What follows belongs to an exercise in optimizing a design on an open flow for small area, a short achievable clock period and few clock cycles; a production flow would make more cautious choices.
No run shown here included a check of the RTL's function; only the layout flow was run.

==> flow/design.v, too long to show whole: its modules and the start of the top module <==
// module iter_counter: 14 lines
// module jw_control: 16 lines
// module jw_step: 563 lines
// module jw_fa: 10 lines
// module jw_ha: 9 lines
// module pixel_result: 15 lines
// module julia_worker: 163 lines
// module jw_start: 17 lines
// module jw_sure_escape: 15 lines
module julia_worker (
	input  logic               tb_clk,
	input  logic               rst,
	input  logic               start,
	input  logic [19:0]        pixel,   
	input  logic [43:0]        c,       
	input  logic               mc_busy,
	output logic               ready,
	output logic               done,
	output logic [63:0]        result   
);
  // ...
==> flow/run.sh <==
#!/bin/bash
# synth_recipe.tcl (not shown) runs the flow's synth.tcl, then flattens the netlist and writes it again
# the make line also repeats each setting of config.mk as NAME=value (left out here)
make -C /OpenROAD-flow-scripts/flow DESIGN_CONFIG=/design/flow/config.mk WORK_HOME=/design/flow/orfs CLKGATE_MAP_FILE= SYNTH_SCRIPT=/design/flow/synth_recipe.tcl finish
==> flow/config.mk <==
export PLATFORM = sky130hd
export DESIGN_NAME = julia_worker
export DESIGN_NICKNAME = julia_worker
export VERILOG_FILES = /design/flow/design.v
export SDC_FILE = /design/flow/constraint.sdc
export NUM_CORES = 4
export LEC_CHECK = 0
export CAP_MARGIN = 60
export CORE_MARGIN = 2
export CORE_UTILIZATION = 40
export SLEW_MARGIN = 60
export SYNTH_HIERARCHICAL = 1
export SYNTH_MINIMUM_KEEP_SIZE = 0
==> flow/constraint.sdc <==
create_clock -name core_clock -period 14.0 [get_ports {tb_clk}]
set_input_delay 2.8000 -clock core_clock [delete_from_list [all_inputs] [get_ports {tb_clk}]]
set_output_delay 2.8000 -clock core_clock [all_outputs]
set_load 0.01 [all_outputs]
==> results.sh, run 1 <==
export IMPL_place_area_um2=19900
export IMPL_clockRootBuffer="clkbuf_16"
export IMPL_seqCellArea_um2=4310
export IMPL_antenna_found_initial=1
export IMPL_cp_endpoint="xr_top[0]"
export IMPL_grt_use_met3=0.0410
export IMPL_drive_above_1_share=0.0743
export IMPL_overflow=0
export IMPL_crit_path_top_delay_cell="fa_1"
export IMPL_yosys_top_cells_count="279 x fa_1, 145 x xnor2_1, 119 x nor2_1, 113 x inv_1"
export IMPL_route_vias_total=12600
export IMPL_io_buffer_count=113
export IMPL_cts_setup_buffers=0
export IMPL_cts_repair_resize_count=0
export IMPL_status="timing/DRC/antenna clean"
export IMPL_skew_ns=0.0190
export IMPL_grt_pass1_vias=13000
export IMPL_critical_path_startpoint="xi[1]"
export IMPL_fin_cells=2370
export IMPL_cp_data_required_time_ns=14.40
export IMPL_hold_viol_final=0
export IMPL_cts_hold_buf=0
export IMPL_fill_cells=4394
export IMPL_min_to="res_index[1]"
export IMPL_min_from="pix_q[11]"
export IMPL_cap_violations=0
export IMPL_reg2reg_depth=21
export IMPL_path_depth=21
==> module julia_worker, before the edit <==
module julia_worker (
	input  logic               tb_clk,
	input  logic               rst,
	input  logic               start,
	input  logic [19:0]        pixel,   
	input  logic [43:0]        c,       
	input  logic               mc_busy,
	output logic               ready,
	output logic               done,
	output logic [63:0]        result   
);
	logic        busy;
	logic        load;
	logic        tree_escaped;
	logic        periodic;
	logic [7:0]  count;
	logic [19:0] pix_q;
	logic [13:0] xr, xi, xr0, xi0;
	logic [1:0]  xr_top, xi_top;    
	logic        ovr, ovi;
	logic [15:0] nre, nim;
	logic [14:0] cre, cim, cre0, cim0;
	logic        cre_big, cim_big, cre_big0, cim_big0;   
	logic        cflag;       
	logic [27:0] z_seen;
	logic        waiting;     
	logic        w_dec;       
	logic        w_black;     
	logic        esc_q;       
	logic        esc_raw;     
	logic        stepped;     
	logic        per_q;       
	logic        res_free;
	logic        sure_esc;
	logic        stop;
	logic        late_stop;   
	logic        pstop;       
	logic        may_take;    
	logic        step;
	logic        transfer;
	logic [19:0] res_index;
	logic [19:0] pix_index;
	logic [7:0]  res_count;
	logic        res_black;
	jw_sure_escape u_sure (
		.xr       (xr),
		.xi       (xi),
		.ovr      (ovr),
		.ovi      (ovi),
		.sure_esc (sure_esc)
	);
	assign esc_q     = esc_raw & stepped;
	assign late_stop = esc_q | pstop;
	assign stop      = late_stop | sure_esc;
	assign step = busy & ~waiting & ~stop;
	jw_control u_control (
		.rst      (rst),
		.start    (start),
		.mc_busy  (mc_busy),
		.busy     (busy),
		.done     (done),
		.may_take (may_take),
		.stop     (stop),
		.ready    (ready),
		.load     (load),
		.res_free (res_free)
	);
	iter_counter u_counter (
		.tb_clk   (tb_clk),
		.load     (load),
		.step     (step),
		.count    (count)
	);
	assign transfer = busy & res_free & (waiting | stop);
	always_ff @(posedge tb_clk) begin
		if (rst) begin
			busy    <= 1'b0;
			waiting <= 1'b0;
			done    <= 1'b0;
			stepped <= 1'b0;
			may_take <= 1'b0;
			per_q   <= 1'b0;
			pstop   <= 1'b0;
		end else begin
			busy    <= load | (busy & ~transfer);
			waiting <= busy & ~load & ~res_free & (waiting | stop);
			done    <= transfer | (done & mc_busy);
			may_take <= (load | (busy & ~transfer)) & ~(busy & ~load & ~res_free & (waiting | stop))
			            & ~(transfer | (done & mc_busy));
			stepped <= step;
			per_q   <= step & periodic;
			pstop   <= step & (periodic | (count == 8'(MAX_ITER - 1)));
		end
		esc_raw <= tree_escaped;
		cflag   <= ~load & (cflag | (step & (cre_big | cim_big)));
		if (~waiting) begin
			w_dec   <= esc_q;
			w_black <= ~esc_q & (per_q | (count == 8'(MAX_ITER)));
		end
	end
	always_ff @(posedge tb_clk) begin
		if (res_free) begin
			res_index <= pix_index;
			if (waiting) begin
				res_count <= w_dec ? count - 8'd1 : count;
				res_black <= w_black;
			end else begin
				res_count <= esc_q ? count - 8'd1 : count;
				res_black <= ~esc_q & (per_q | (count == 8'(MAX_ITER)));
			end
		end
	end
	jw_start u_start (
		.pixel (pixel),
		.c     (c),
		.xr    (xr0),
		.xi    (xi0),
		.cre     (cre0),
		.cim     (cim0),
		.cre_big (cre_big0),
		.cim_big (cim_big0)
	);
	jw_step u_step (
		.xr      (xr),
		.xi      (xi),
		.cre     (cre),
		.cim     (cim),
		.escaped (tree_escaped),
		.nre     (nre),
		.nim     (nim)
	);
	always_ff @(posedge tb_clk) begin
		if (count[3:0] == 4'd0) begin
			z_seen <= {xr, xi};
		end
	end
	assign periodic = (count != 8'd0) & ~ovr & ~ovi & ({xr, xi} == z_seen);
	assign ovr = ({xr_top, xr[13]} != {3{xr[13]}}) | cflag;
	assign ovi = ({xi_top, xi[13]} != {3{xi[13]}});
	always_ff @(posedge tb_clk) begin
		if (load) begin
			{xr_top, xr} <= {{2{xr0[13]}}, xr0};
			{xi_top, xi} <= {{2{xi0[13]}}, xi0};
		end else begin
			{xr_top, xr} <= nre;
			{xi_top, xi} <= nim;
		end
		if (load) begin
			cre     <= cre0;
			cim     <= cim0;
			cre_big <= cre_big0;
			cim_big <= cim_big0;
			pix_q <= pixel;
		end
	end
	assign pix_index = {pix_q[9:0], 9'd0} + {2'd0, pix_q[9:0], 7'd0} + 20'(pix_q[19:10]);
	pixel_result u_result (
		.index  (res_index),
		.count  (res_count),
		.black  (res_black),
		.result (result)
	);
endmodule
==> module jw_start, before the edit <==
module jw_start (
	input  logic [19:0] pixel,
	input  logic [43:0] c,
	output logic [13:0] xr,
	output logic [13:0] xi,
	output logic [14:0] cre,
	output logic [14:0] cim,
	output logic        cre_big,
	output logic        cim_big
);
	assign xr = (14'(pixel[19:10]) - 14'(CENTER_X)) <<< MAP_SHIFT;
	assign xi = (14'(CENTER_Y) - 14'(pixel[9:0])) <<< MAP_SHIFT;
	assign cre     = c[36:22];
	assign cim     = c[14:0];
	assign cre_big = c[43:36] != {8{c[43]}};
	assign cim_big = c[21:14] != {8{c[21]}};
endmodule
==> run 2: changes to the inputs <==
--- a/flow/design.v
+++ b/flow/design.v
@@ -66,17 +66,17 @@
 	input  logic [13:0] xi,
 	input  logic [14:0] cre,
 	input  logic [14:0] cim,
 	output logic        escaped,
 	output logic [15:0] nre,
 	output logic [15:0] nim
 );
 	logic [27:0] ta_r0, ta_r1, tb_r0, tb_r1, tp_r0, tp_r1;
-	logic        ca, cb;
+	logic        cb;
 	logic [16:0] te_r0, te_r1;
 	logic [15:0] tr_r0, tr_r1;
 	logic [6:0]  bneg, bone, btwo;
 	logic [14:0] bpp0, bpp1, bpp2, bpp3, bpp4, bpp5, bpp6;
 	logic [14:0] yb, xs1, xs2;
 	logic tas1, tac2, tas3, tac3, tas4, tac4, tas5, tac5, tas6, tac6, tas7, tac7, tas8, tac8, tas9, tac9;
 	logic tas10, tac10, tas11, tac11, tas12, tac12, tas13, tac13, tas14, tac14, tas15, tac15, tas16, tac16, tas17, tac17;
 	logic tas18, tac18, tas19, tac19, tas20, tac20, tas21, tac21, tas22, tac22, tas23, tac23, tas24, tac24, tas25, tac25;
@@ -144,50 +144,16 @@
 	assign bneg[5] = yb[12];
 	assign bone[5] = yb[11] ^ yb[10];
 	assign btwo[5] = (yb[12] & ~yb[11] & ~yb[10]) | (~yb[12] & yb[11] & yb[10]);
 	assign bpp5 = (({15{bone[5]}} & xs1) | ({15{btwo[5]}} & xs2)) ^ {15{bneg[5]}};
 	assign bneg[6] = yb[14];
 	assign bone[6] = yb[13] ^ yb[12];
 	assign btwo[6] = (yb[14] & ~yb[13] & ~yb[12]) | (~yb[14] & yb[13] & yb[12]);
 	assign bpp6 = (({15{bone[6]}} & xs1) | ({15{btwo[6]}} & xs2)) ^ {15{bneg[6]}};
-	logic [10:0] kca_g, kca_t;
-	assign kca_g = ta_r0[10:0] & ta_r1[10:0];
-	assign kca_t = ta_r0[10:0] | ta_r1[10:0];
-	logic kca_g0_0, kca_t0_0;
-	assign kca_g0_0 = kca_g[1] | (kca_t[1] & kca_g[0]);
-	assign kca_t0_0 = kca_t[1] & kca_t[0];
-	logic kca_g0_1, kca_t0_1;
-	assign kca_g0_1 = kca_g[3] | (kca_t[3] & kca_g[2]);
-	assign kca_t0_1 = kca_t[3] & kca_t[2];
-	logic kca_g0_2, kca_t0_2;
-	assign kca_g0_2 = kca_g[5] | (kca_t[5] & kca_g[4]);
-	assign kca_t0_2 = kca_t[5] & kca_t[4];
-	logic kca_g0_3, kca_t0_3;
-	assign kca_g0_3 = kca_g[7] | (kca_t[7] & kca_g[6]);
-	assign kca_t0_3 = kca_t[7] & kca_t[6];
-	logic kca_g0_4, kca_t0_4;
-	assign kca_g0_4 = kca_g[9] | (kca_t[9] & kca_g[8]);
-	assign kca_t0_4 = kca_t[9] & kca_t[8];
-	logic kca_g1_0, kca_t1_0;
-	assign kca_g1_0 = kca_g0_1 | (kca_t0_1 & kca_g0_0);
-	assign kca_t1_0 = kca_t0_1 & kca_t0_0;
-	logic kca_g1_1, kca_t1_1;
-	assign kca_g1_1 = kca_g0_3 | (kca_t0_3 & kca_g0_2);
-	assign kca_t1_1 = kca_t0_3 & kca_t0_2;
-	logic kca_g1_2, kca_t1_2;
-	assign kca_g1_2 = kca_g[10] | (kca_t[10] & kca_g0_4);
-	assign kca_t1_2 = kca_t[10] & kca_t0_4;
-	logic kca_g2_0, kca_t2_0;
-	assign kca_g2_0 = kca_g1_1 | (kca_t1_1 & kca_g1_0);
-	assign kca_t2_0 = kca_t1_1 & kca_t1_0;
-	logic kca_g3_0, kca_t3_0;
-	assign kca_g3_0 = kca_g1_2 | (kca_t1_2 & kca_g2_0);
-	assign kca_t3_0 = kca_t1_2 & kca_t2_0;
-	assign ca = kca_g3_0;
 	logic [10:0] kcb_g, kcb_t;
 	assign kcb_g = tb_r0[10:0] & tb_r1[10:0];
 	assign kcb_t = tb_r0[10:0] | tb_r1[10:0];
 	logic kcb_g0_0, kcb_t0_0;
 	assign kcb_g0_0 = kcb_g[1] | (kcb_t[1] & kcb_g[0]);
 	assign kcb_t0_0 = kcb_t[1] & kcb_t[0];
 	logic kcb_g0_1, kcb_t0_1;
 	assign kcb_g0_1 = kcb_g[3] | (kcb_t[3] & kcb_g[2]);
@@ -565,19 +531,22 @@
 	jw_fa u_tr338 (.a(~tb_r0[24]), .b(~tb_r1[24]), .c(ta_r0[24]), .s(trs338), .co(trc338));
 	jw_fa u_tr339 (.a(ta_r1[24]), .b(trc336), .c(trs338), .s(trs339), .co(trc339));
 	jw_fa u_tr340 (.a(~tb_r0[25]), .b(~tb_r1[25]), .c(ta_r0[25]), .s(trs340), .co(trc340));
 	jw_fa u_tr341 (.a(ta_r1[25]), .b(trs340), .c(trc338), .s(trs341), .co(trc341));
 	assign trs342 = ~tb_r0[26] ^ ~tb_r1[26] ^ ta_r0[26];
 	assign trs343 = ta_r1[26] ^ trc340 ^ trs342;
 	assign tr_r0 = {trc341, trc339, trc337, trc335, trc333, trc331, trc329, trc327, trc325, trc323, trc321, trc319, trc317, trc315, trs314, ~cb};
 	assign tr_r1 = {trs343, trs341, trs339, trs337, trs335, trs333, trs331, trs329, trs327, trs325, trs323, trs321, trs319, trs317, trs315, trs313};
-	logic [15:0] kce_g, kce_t;
-	assign kce_g = te_r0[15:0] & te_r1[15:0];
-	assign kce_t = te_r0[15:0] | te_r1[15:0];
+	logic [27:0] ex0, ex1;
+	assign ex0 = {te_r0, ta_r0[10:0]};
+	assign ex1 = {te_r1, ta_r1[10:0]};
+	logic [26:0] kce_g, kce_t;
+	assign kce_g = ex0[26:0] & ex1[26:0];
+	assign kce_t = ex0[26:0] | ex1[26:0];
 	logic kce_g0_0, kce_t0_0;
 	assign kce_g0_0 = kce_g[1] | (kce_t[1] & kce_g[0]);
 	assign kce_t0_0 = kce_t[1] & kce_t[0];
 	logic kce_g0_1, kce_t0_1;
 	assign kce_g0_1 = kce_g[3] | (kce_t[3] & kce_g[2]);
 	assign kce_t0_1 = kce_t[3] & kce_t[2];
 	logic kce_g0_2, kce_t0_2;
 	assign kce_g0_2 = kce_g[5] | (kce_t[5] & kce_g[4]);
@@ -592,39 +561,74 @@
 	assign kce_g0_5 = kce_g[11] | (kce_t[11] & kce_g[10]);
 	assign kce_t0_5 = kce_t[11] & kce_t[10];
 	logic kce_g0_6, kce_t0_6;
 	assign kce_g0_6 = kce_g[13] | (kce_t[13] & kce_g[12]);
 	assign kce_t0_6 = kce_t[13] & kce_t[12];
 	logic kce_g0_7, kce_t0_7;
 	assign kce_g0_7 = kce_g[15] | (kce_t[15] & kce_g[14]);
 	assign kce_t0_7 = kce_t[15] & kce_t[14];
+	logic kce_g0_8, kce_t0_8;
+	assign kce_g0_8 = kce_g[17] | (kce_t[17] & kce_g[16]);
+	assign kce_t0_8 = kce_t[17] & kce_t[16];
+	logic kce_g0_9, kce_t0_9;
+	assign kce_g0_9 = kce_g[19] | (kce_t[19] & kce_g[18]);
+	assign kce_t0_9 = kce_t[19] & kce_t[18];
+	logic kce_g0_10, kce_t0_10;
+	assign kce_g0_10 = kce_g[21] | (kce_t[21] & kce_g[20]);
+	assign kce_t0_10 = kce_t[21] & kce_t[20];
+	logic kce_g0_11, kce_t0_11;
+	assign kce_g0_11 = kce_g[23] | (kce_t[23] & kce_g[22]);
+	assign kce_t0_11 = kce_t[23] & kce_t[22];
+	logic kce_g0_12, kce_t0_12;
+	assign kce_g0_12 = kce_g[25] | (kce_t[25] & kce_g[24]);
+	assign kce_t0_12 = kce_t[25] & kce_t[24];
 	logic kce_g1_0, kce_t1_0;
 	assign kce_g1_0 = kce_g0_1 | (kce_t0_1 & kce_g0_0);
 	assign kce_t1_0 = kce_t0_1 & kce_t0_0;
 	logic kce_g1_1, kce_t1_1;
 	assign kce_g1_1 = kce_g0_3 | (kce_t0_3 & kce_g0_2);
 	assign kce_t1_1 = kce_t0_3 & kce_t0_2;
 	logic kce_g1_2, kce_t1_2;
 	assign kce_g1_2 = kce_g0_5 | (kce_t0_5 & kce_g0_4);
 	assign kce_t1_2 = kce_t0_5 & kce_t0_4;
 	logic kce_g1_3, kce_t1_3;
 	assign kce_g1_3 = kce_g0_7 | (kce_t0_7 & kce_g0_6);
 	assign kce_t1_3 = kce_t0_7 & kce_t0_6;
+	logic kce_g1_4, kce_t1_4;
+	assign kce_g1_4 = kce_g0_9 | (kce_t0_9 & kce_g0_8);
+	assign kce_t1_4 = kce_t0_9 & kce_t0_8;
+	logic kce_g1_5, kce_t1_5;
+	assign kce_g1_5 = kce_g0_11 | (kce_t0_11 & kce_g0_10);
+	assign kce_t1_5 = kce_t0_11 & kce_t0_10;
+	logic kce_g1_6, kce_t1_6;
+	assign kce_g1_6 = kce_g[26] | (kce_t[26] & kce_g0_12);
+	assign kce_t1_6 = kce_t[26] & kce_t0_12;
 	logic kce_g2_0, kce_t2_0;
 	assign kce_g2_0 = kce_g1_1 | (kce_t1_1 & kce_g1_0);
 	assign kce_t2_0 = kce_t1_1 & kce_t1_0;
 	logic kce_g2_1, kce_t2_1;
 	assign kce_g2_1 = kce_g1_3 | (kce_t1_3 & kce_g1_2);
 	assign kce_t2_1 = kce_t1_3 & kce_t1_2;
+	logic kce_g2_2, kce_t2_2;
+	assign kce_g2_2 = kce_g1_5 | (kce_t1_5 & kce_g1_4);
+	assign kce_t2_2 = kce_t1_5 & kce_t1_4;
 	logic kce_g3_0, kce_t3_0;
 	assign kce_g3_0 = kce_g2_1 | (kce_t2_1 & kce_g2_0);
 	assign kce_t3_0 = kce_t2_1 & kce_t2_0;
-	assign escaped = ~(te_r0[16] ^ te_r1[16] ^ (kce_g3_0 | (kce_t3_0 & ca)));
-	assign nre = tr_r0 + tr_r1 + ca;
+	logic kce_g3_1, kce_t3_1;
+	assign kce_g3_1 = kce_g1_6 | (kce_t1_6 & kce_g2_2);
+	assign kce_t3_1 = kce_t1_6 & kce_t2_2;
+	logic kce_g4_0, kce_t4_0;
+	assign kce_g4_0 = kce_g3_1 | (kce_t3_1 & kce_g3_0);
+	assign kce_t4_0 = kce_t3_1 & kce_t3_0;
+	assign escaped = ~(te_r0[16] ^ te_r1[16] ^ kce_g4_0);
+	logic [26:0] rsum;
+	assign rsum = {tr_r0, ta_r0[10:0]} + {tr_r1, ta_r1[10:0]};
+	assign nre = rsum[26:11];
 	logic [25:0] isum;
 	assign isum = tp_r0[25:0] + tp_r1[25:0];
 	assign nim = {isum[25:11], cim[0]};
 endmodule
 module jw_fa (
 	input  logic a,
 	input  logic b,
 	input  logic c,
@@ -679,18 +683,16 @@
 	logic        periodic;
 	logic [7:0]  count;
 	logic [19:0] pix_q;
 	logic [13:0] xr, xi, xr0, xi0;
 	logic [1:0]  xr_top, xi_top;    
 	logic        ovr, ovi;
 	logic [15:0] nre, nim;
 	logic [14:0] cre, cim, cre0, cim0;
-	logic        cre_big, cim_big, cre_big0, cim_big0;   
-	logic        cflag;       
 	logic [27:0] z_seen;
 	logic        waiting;     
 	logic        w_dec;       
 	logic        w_black;     
 	logic        esc_q;       
 	logic        esc_raw;     
 	logic        stepped;     
 	logic        per_q;       
@@ -751,17 +753,16 @@
 			done    <= transfer | (done & mc_busy);
 			may_take <= (load | (busy & ~transfer)) & ~(busy & ~load & ~res_free & (waiting | stop))
 			            & ~(transfer | (done & mc_busy));
 			stepped <= step;
 			per_q   <= step & periodic;
 			pstop   <= step & (periodic | (count == 8'(MAX_ITER - 1)));
 		end
 		esc_raw <= tree_escaped;
-		cflag   <= ~load & (cflag | (step & (cre_big | cim_big)));
 		if (~waiting) begin
 			w_dec   <= esc_q;
 			w_black <= ~esc_q & (per_q | (count == 8'(MAX_ITER)));
 		end
 	end
 	always_ff @(posedge tb_clk) begin
 		if (res_free) begin
 			res_index <= pix_index;
@@ -774,51 +775,47 @@
 			end
 		end
 	end
 	jw_start u_start (
 		.pixel (pixel),
 		.c     (c),
 		.xr    (xr0),
 		.xi    (xi0),
-		.cre     (cre0),
-		.cim     (cim0),
-		.cre_big (cre_big0),
-		.cim_big (cim_big0)
+		.cre   (cre0),
+		.cim   (cim0)
 	);
 	jw_step u_step (
 		.xr      (xr),
 		.xi      (xi),
 		.cre     (cre),
 		.cim     (cim),
 		.escaped (tree_escaped),
 		.nre     (nre),
 		.nim     (nim)
 	);
 	always_ff @(posedge tb_clk) begin
 		if (count[3:0] == 4'd0) begin
 			z_seen <= {xr, xi};
 		end
 	end
 	assign periodic = (count != 8'd0) & ~ovr & ~ovi & ({xr, xi} == z_seen);
-	assign ovr = ({xr_top, xr[13]} != {3{xr[13]}}) | cflag;
-	assign ovi = ({xi_top, xi[13]} != {3{xi[13]}});
+	assign ovr = {xr_top, xr[13]} != {3{xr[13]}};
+	assign ovi = {xi_top, xi[13]} != {3{xi[13]}};
 	always_ff @(posedge tb_clk) begin
 		if (load) begin
 			{xr_top, xr} <= {{2{xr0[13]}}, xr0};
 			{xi_top, xi} <= {{2{xi0[13]}}, xi0};
 		end else begin
 			{xr_top, xr} <= nre;
 			{xi_top, xi} <= nim;
 		end
 		if (load) begin
-			cre     <= cre0;
-			cim     <= cim0;
-			cre_big <= cre_big0;
-			cim_big <= cim_big0;
+			cre   <= cre0;
+			cim   <= cim0;
 			pix_q <= pixel;
 		end
 	end
 	assign pix_index = {pix_q[9:0], 9'd0} + {2'd0, pix_q[9:0], 7'd0} + 20'(pix_q[19:10]);
 	pixel_result u_result (
 		.index  (res_index),
 		.count  (res_count),
 		.black  (res_black),
@@ -826,26 +823,26 @@
 	);
 endmodule
 module jw_start (
 	input  logic [19:0] pixel,
 	input  logic [43:0] c,
 	output logic [13:0] xr,
 	output logic [13:0] xi,
 	output logic [14:0] cre,
-	output logic [14:0] cim,
-	output logic        cre_big,
-	output logic        cim_big
+	output logic [14:0] cim
 );
 	assign xr = (14'(pixel[19:10]) - 14'(CENTER_X)) <<< MAP_SHIFT;
 	assign xi = (14'(CENTER_Y) - 14'(pixel[9:0])) <<< MAP_SHIFT;
-	assign cre     = c[36:22];
-	assign cim     = c[14:0];
-	assign cre_big = c[43:36] != {8{c[43]}};
-	assign cim_big = c[21:14] != {8{c[21]}};
+	function automatic logic [14:0] clamp15(input logic [21:0] v);
+		if (v[21:14] == {8{v[21]}}) clamp15 = v[14:0];
+		else clamp15 = v[21] ? 15'h4000 : 15'h3fff;
+	endfunction
+	assign cre = clamp15(c[43:22]);
+	assign cim = clamp15(c[21:0]);
 endmodule
 module jw_sure_escape (
 	input  logic [13:0] xr,
 	input  logic [13:0] xi,
 	input  logic        ovr,
 	input  logic        ovi,
 	output logic        sure_esc
 );
==> run 2 against run 1 <==
  * Still clean on timing, DRC and antenna
  * Sequential share of layout area shrank 0.74 points
  * Cell area grew 1.7%
  * Register-to-register slack lost 0.20 ns
  * Non-clock buffer count grew 1
  * Die area grew 0.99%
  * Count of clock-buffer cells in the layout grew 1
  * Critical endpoint is now xr_top[1]
  * Largest cell class unchanged
==> results.sh, run 2 <==
export IMPL_synth_area_leaders="fa_1 29%, edfxtp_1 17%, ha_1 8.2%"
export IMPL_area_delta_synth_final_pct=11.1
export IMPL_fmax_mhz=157
export IMPL_arrival_ns=6.76
export IMPL_ant_nets=0
export IMPL_hp_class="reg -> reg"
export IMPL_synth_enable_flop_cells=108
export IMPL_use_met1=0.263
export IMPL_via_per_inst=5.28
export IMPL_yosysUniqueCellTypes=83
export IMPL_yosys_top_cells_count="277 x fa_1, 158 x xnor2_1, 124 x ha_1, 113 x inv_1, 108 x edfxtp_1"
export IMPL_drive_above_1_share=0.0687
export IMPL_grt_max_degree=51
export IMPL_io_buffer_count=113
export IMPL_route_vias_total=12800
export IMPL_multi_input_area_um2=13400
export IMPL_cp_data_required_time_ns=14.39
export IMPL_first_iter_violations=902
export IMPL_fin_area_um2=20900
export IMPL_max_clock_path_buffers=2
export IMPL_end_kind="flop"
export IMPL_synthCells=1766
export IMPL_fill_cells=4379
export IMPL_cts_setup_buffers=0
export IMPL_nets=2276
export IMPL_start_util=0.405
export IMPL_cp_endpoint="xr_top[1]"
export IMPL_layout_common_cells="277 x fa_1, 158 x xnor2_1, 119 x ha_1, 113 x inv_1, 113 x clkdlybuf4s50_1"
export IMPL_cts_made_buffers=17
export IMPL_critical_path_startpoint="xi[8]"
export IMPL_wire_per_inst_um=18.8
export IMPL_setup_tns_final_ns=0
export IMPL_start_kind="flop"
export IMPL_cts_sinks=157
export IMPL_yosys_area_top_type="fa_1"
export IMPL_antenna_found_initial=2
export IMPL_dp_hpwl_um=34600
export IMPL_ys_seq_area_frac=0.225
export IMPL_avgSynthCellArea_um2=10.7
export IMPL_use_met2=0.319
export IMPL_rsz0062_at_grt="no"
export IMPL_synthArstFlopShare=0
export IMPL_grt_use_total=0.194
export IMPL_path_max_fanout=23
export IMPL_maxSlewViolCount=0
export IMPL_crit_type="reg -> reg"
export IMPL_grt_use_met3=0.0325
export IMPL_std_cell_rows=79
export IMPL_reg2reg_slack_ns=7.63
export IMPL_largest_reg_flops=28
export IMPL_cts_tree="yes"
export IMPL_overflow=0
export IMPL_dieHeight_um=221
export IMPL_gp_congestion=0.873
export IMPL_io_pins=134
export IMPL_ys_seq_elements=157
export IMPL_route_detailed_drc=0
export IMPL_r2r_end="xr_top[1]"
export IMPL_worst_slew_pin_slew_ns=0.578
export IMPL_largest_register="z_seen"
export IMPL_die_x_um=221
export IMPL_relSlewSlack=0.609
export IMPL_core_um2=46500
export IMPL_min_period_ns=6.37
export IMPL_grt_pass1_vias=13600
export IMPL_layout_cells_most_common="fa_1"
export IMPL_n_antenna_cell=0
export IMPL_synthFlopType="edfxtp_1"
export IMPL_place_area_um2=20300
export IMPL_die_area_um2=48800
export IMPL_seqCellArea_um2=4230
export IMPL_yosys_warnings=10
export IMPL_synth_top_area_frac=0.295
export IMPL_top_regs="z_seen x28, pix_q x20, res_index x20"
export IMPL_status="timing/DRC/antenna clean"
export IMPL_busiest_layer="met2"
export IMPL_finalCritPeriodShare=0.455
export IMPL_setup_violations=0
export IMPL_rr_startpoint="xi[8]"
export IMPL_skew_ns=0.0186
export IMPL_cts_repair_resize_count=0
export IMPL_clockRootBuffer="clkbuf_16"
export IMPL_totalWireLength_um=45700
export IMPL_cts_hold_buf=0
export IMPL_clock_latency_ns=0.47
export IMPL_reg2reg_depth=22
export IMPL_synth_most_common_cell="fa_1"
export IMPL_clk_pin_slew_ns=0.07
export IMPL_cap_violations=0
export IMPL_syn_area_um2=18800
export IMPL_grt_pass1_wl_um=74700
export IMPL_drt_pass1_iterations=5
export IMPL_hold_viol_final=0
export IMPL_htree_num_levels=4
-- run 2: cell type report --
| type | count | share of cell area |
|---|---|---|
| timing repair buffer | 150 | 0.0689 |
| multi-input combinational | 1357 | 0.642 |
| sequential | 157 | 0.203 |
| tap | 607 | 0.0364 |
| clock buffer | 18 | 0.0205 |
| inverter | 124 | 0.0223 |
| clock inverter | 14 | 0.00719 |
-- run 2: worst min path at each step --
| stage | start | end | slack [ns] | cells past startpoint |
|---|---|---|---|---|
| floorplan | pix_q[10] | res_index[0] | 0.40 | 0 |
| global placement | pix_q[11] | res_index[1] | 0.40 | 0 |
| detailed placement | pix_q[12] | res_index[2] | 0.40 | 0 |
| CTS | pix_q[12] | res_index[2] | 0.42 | 0 |
| global route | pix_q[15] | res_index[5] | 0.42 | 0 |
| finish | pix_q[13] | res_index[3] | 0.42 | 0 |
-- run 2: per-layer routing --
layer	vias to the layer above	share of wire
li1	5948	-
met1	6500	0.45
met2	329	0.48
met3	48	0.051
met4	0	0.019
met5	-	0
-- run 2: per-module statistics from Yosys, one instance, submodules excluded --
module          flops+latches  cells inside
julia_worker              149           372
jw_step                     0           872
jw_start                    0            94
pixel_result                0            67
iter_counter                8            37
jw_sure_escape              0            10
jw_control                  0             5
jw_fa                       0             1
jw_ha                       0             1
-- run 2: metrics by stage --
stage	hold slack [ns]	util	worst slack (ns)	cells
floorplan	0.400	-	7.91	1789
global placement	0.403	0.435	7.38	2394
detailed placement	0.405	0.437	7.64	2395
CTS	0.420	0.449	7.61	2427
global route	0.422	0.450	7.15	2427
finish	0.417	0.450	7.63	2427
-- run 2: critical path: stages (launching register included) --
cell,delay [ns]
dfxtp_1,0.32
buf_4,0.33
clkinv_1,0.42
nor2_1,0.25
fa_1,0.23
fa_1,0.43
fa_1,0.44
ha_1,0.33
inv_1,0.07
fa_1,0.53
fa_1,0.43
ha_1,0.36
a21o_1,0.20
a21o_1,0.18
a21oi_1,0.16
o31ai_2,0.12
a41oi_2,0.38
o31ai_2,0.15
or4_1,0.43
a31oi_1,0.21
xor2_1,0.16
inv_1,0.04
o21ai_0,0.12
-- run 2: logic make-up (layout without fill, tap and decap cells) --
| family | Yosys count | count (layout) | share of synthesized area |
|---|---|---|---|
| other | 3 | 26 | 0.000599 |
| AO/OA/AOI/OAI | 295 | 295 | 0.106 |
| flip-flops | 157 | 157 | 0.225 |
| AND/OR/NAND/NOR | 417 | 417 | 0.117 |
| multiplexers | 28 | 28 | 0.0166 |
| XOR/XNOR | 189 | 189 | 0.0880 |
| buffers and inverters | 275 | 306 | 0.0697 |
| adder cells (fa/ha/maj) | 402 | 402 | 0.378 |

port drivers added, routing unchanged:
No port has a modelled driver above. Below, the same layouts with a new extraction and two added sets of constraints.
Step 1 sets driving cells, clkbuf_16 on the clock port and buf_2 on the other inputs (assumed; they add their load-dependent delay and slew).
Step 2 times the ports against the registers' clock, not the clock port: input delays grow and output delays shrink by t, the midpoint of the rising clock arrivals with the driver on.
Three values: no drivers, after step 1, after step 2; two values: the first two.
run	shift t [ns]	setup WS [ns]	worst setup path after step 2
run 1	0.536	7.835 / 7.789 / 7.835	register to register
run 2	0.513	7.632 / 7.632 / 7.632	register to register
After both steps setup and hold are still met in every run listed.
